This design comes from an exercise in tuning for a short achievable clock period and few clock cycles on the open sky130 flow, not from production work.
The RTL was checked by simulation tests, not by an equivalence proof against the original design.
Power and IR drop assume default switching activity.

==> run A: inputs <==
Design cache_top, start of the top module:
module cache_top #(
    parameter int SET_BITS = 4
) (
    input  wire logic             clk_i,
    input  wire logic             rst_i,
    input  wire logic             read_i,
    input  wire logic             write_i,
    input  wire cache_pkg::word_t address_i,
    input  wire cache_pkg::word_t writedata_i,
    output cache_pkg::word_t      readdata_o,
    output logic                  stb_o,
    output logic                  busy_o,
    input  wire cache_pkg::word_t mem_readdata_i,
    input  wire logic             mem_ack_i,
    output cache_pkg::word_t      mem_address_o,
    output cache_pkg::word_t      mem_writedata_o,
    output logic                  mem_read_o,
    output logic                  mem_write_o
);
    localparam int SETS     = 1 << SET_BITS;
    localparam int OFF      = cache_pkg::OFFSET_BITS;
    localparam int TAG_BITS = cache_pkg::XLEN - SET_BITS - OFF;
    localparam int MQD      = 16;   
    localparam int RQD      = 32;   
    localparam int IDW      = 4;    
  ...
clock: 6.0 ns
lec_check: 0
abc_clock_period_in_ps: 2500
cap_margin: 20
core_margin: 2
core_utilization: 35
setup_slack_margin: 3.0
slew_margin: 20
tns_end_percent: 5
run.sh (not shown) runs the stock make flow with config.mk's settings and CLKGATE_MAP_FILE= SYNTH_SCRIPT=/design/flow/synth_recipe.tcl, a recipe that flattens the netlist after the stock synthesis.
==> run F (differences from run A) <==
--- a/flow/design.v
+++ b/flow/design.v
@@ -80,10 +80,13 @@
     logic                     rq_wait_q[RQD];
     logic [IDW-1:0]           rq_id_q  [RQD];
     word_t                    rq_d_q   [RQD];
     logic                     stb_q;
     word_t                    readdata_q;
+    logic                     lf_v_q;
+    logic [IDW-1:0]           lf_id_q;
+    word_t                    lf_d_q;
     tag_t            s0_tag;
     logic [SET_BITS-1:0] s0_set;
     logic            f_go;
     tag_t            vtag;
     word_t           ldata;
@@ -170,21 +173,24 @@
         end
     end
     logic            rq_avail, rq_pop;
     word_t           rq_out;
     logic [RQD-1:0]  rq_cap;
-    logic            r_wait, r_now;
+    logic            r_wait;
+    logic [RQD-1:0]  rq_capl;
     logic [IDW-1:0]  r_id;
     always_comb begin
-        for (int i = 0; i < RQD; i++) rq_cap[i] = fill && rq_wait_q[i] && (rq_id_q[i] == mq_id_q[0]);
+        for (int i = 0; i < RQD; i++) begin
+            rq_capl[i] = lf_v_q && rq_wait_q[i] && (rq_id_q[i] == lf_id_q);
+            rq_cap[i]  = (fill && rq_wait_q[i] && (rq_id_q[i] == mq_id_q[0])) || rq_capl[i];
+        end
     end
     assign rq_avail = !rq_t_q[0] && (!rq_wait_q[0] || rq_cap[0]);
     assign rq_pop   = rq_avail;
-    assign rq_out   = rq_wait_q[0] ? mem_readdata_i : rq_d_q[0];
+    assign rq_out   = !rq_wait_q[0] ? rq_d_q[0] : (rq_capl[0] ? lf_d_q : mem_readdata_i);
     assign r_wait = s0_rd_q && (s0_rmiss_q || hp);
     assign r_id   = s0_rmiss_q ? nid_q : hpid;
-    assign r_now  = s0_rd_q && !s0_rmiss_q && hp && fill && (hpid == mq_id_q[0]);
     logic [MQD:0] mq_p1, mq_p2;
     logic [RQD:0] rq_p;
     assign mq_p1 = mq_pop ? {1'b0, mq_t_q[MQD:1]} : mq_t_q;
     assign mq_p2 = {mq_p1[MQD-1:0], 1'b0};
     assign rq_p  = rq_pop ? {1'b0, rq_t_q[RQD:1]} : rq_t_q;
@@ -252,26 +258,28 @@
             for (int i = 0; i < RQD; i++) begin
                 if (rq_pop) begin
                     if (i + 1 < RQD) begin
                         rq_wait_q[i] <= rq_wait_q[i+1] && !rq_cap[i+1];
                         rq_id_q[i]   <= rq_id_q[i+1];
-                        rq_d_q[i]    <= rq_cap[i+1] ? mem_readdata_i : rq_d_q[i+1];
+                        rq_d_q[i]    <= !rq_cap[i+1] ? rq_d_q[i+1] : (rq_capl[i+1] ? lf_d_q : mem_readdata_i);
                     end
                 end else begin
                     rq_wait_q[i] <= rq_wait_q[i] && !rq_cap[i];
-                    if (rq_cap[i]) rq_d_q[i] <= mem_readdata_i;
+                    if (rq_cap[i]) rq_d_q[i] <= rq_capl[i] ? lf_d_q : mem_readdata_i;
                 end
             end
             for (int i = 0; i < RQD; i++) begin
                 if (f_go && rq_p[i]) begin
-                    rq_wait_q[i] <= r_wait && !r_now;
-                    rq_d_q[i]    <= r_now ? mem_readdata_i : ldata;
+                    rq_wait_q[i] <= r_wait;
+                    rq_d_q[i]    <= ldata;
                     rq_id_q[i]   <= r_id;
                 end
             end
         end
         if (rq_pop) readdata_q <= rq_out;
+        lf_id_q <= mq_id_q[0];
+        lf_d_q  <= mem_readdata_i;
         if (rst_i) begin
             valid0_q    <= '0;
             valid1_q    <= '0;
             dirty0_q    <= '0;
             dirty1_q    <= '0;
@@ -286,11 +294,13 @@
             mem_read_q  <= 1'b0;
             mem_write_q <= 1'b0;
             rq_t_q      <= {{RQD{1'b0}}, 1'b1};
             rq_ok_q     <= 1'b1;
             stb_q       <= 1'b0;
+            lf_v_q      <= 1'b0;
         end else begin
+            lf_v_q <= fill;
             for (int s = 0; s < SETS; s++) begin
                 if (fill0[s]) pend0_q[s] <= 1'b0;
                 if (fill1[s]) pend1_q[s] <= 1'b0;
                 if (f_go && s0_sel0_q[s]) begin
                     valid0_q[s] <= 1'b1;
==> notes <==
Of run F and run A, run F has the higher non-clock buffer count (gap 300).
Of run A and run F, run F has the higher total power (gap 5.2%, measured against run F).
Against run F, the clock skew of run A is lower by 27 ps.
Of run F and run A, run A has the higher setup slack (gap 28 ps).
Sequential share of layout area: run A is higher than run F (3.5 points).
Between run A and run F, the lower register-to-register slack is in run F (gap 30 ps).
In run A the final area is smaller than in run F, by 8.1%.
Against run F, the global-route usage of run A is higher by 0.96 points.
Testbench counts of run A, summed over its fixed seeds: cycles 12,434.
Testbench counts of run F, summed over its fixed seeds: cycles 12,434.

-- afterwards: timing with drivers on the ports --
The flow's constraints put no driver on any port. The routed layouts listed below were extracted and timed again, unchanged, in two steps.
Step 1: set_driving_cell puts a clkbuf_16 on clk_i and a buf_2 on each other input, an assumption about the parent block.
Step 2 times the ports against the registers' clock, not the clock port: input delays grow and output delays shrink by t, the midpoint of the rising clock arrivals with the driver on.
Three values: no drivers, after step 1, after step 2; two values: the first two.
| run | t, ns | setup slack, ns | hold slack, ns | latest minus earliest clock arrival (ns) | worst data-port slew with drivers (ns) |
|---|---|---|---|---|---|
| run A | 1.249 | 2.031 / 2.031 / 1.001 | 0.327 / 0.207 / 0.456 | 0.094 / 0.095 | 0.20 |
| run F | 1.248 | 2.003 / 2.003 / 1.224 | 0.267 / 0.189 / 0.462 | 0.139 / 0.139 | 0.20 |
After both steps every run listed still meets setup and hold. The setup slack of run A, which loses most, moves by 0.000 ns with the drivers and by -1.030 ns with both steps.
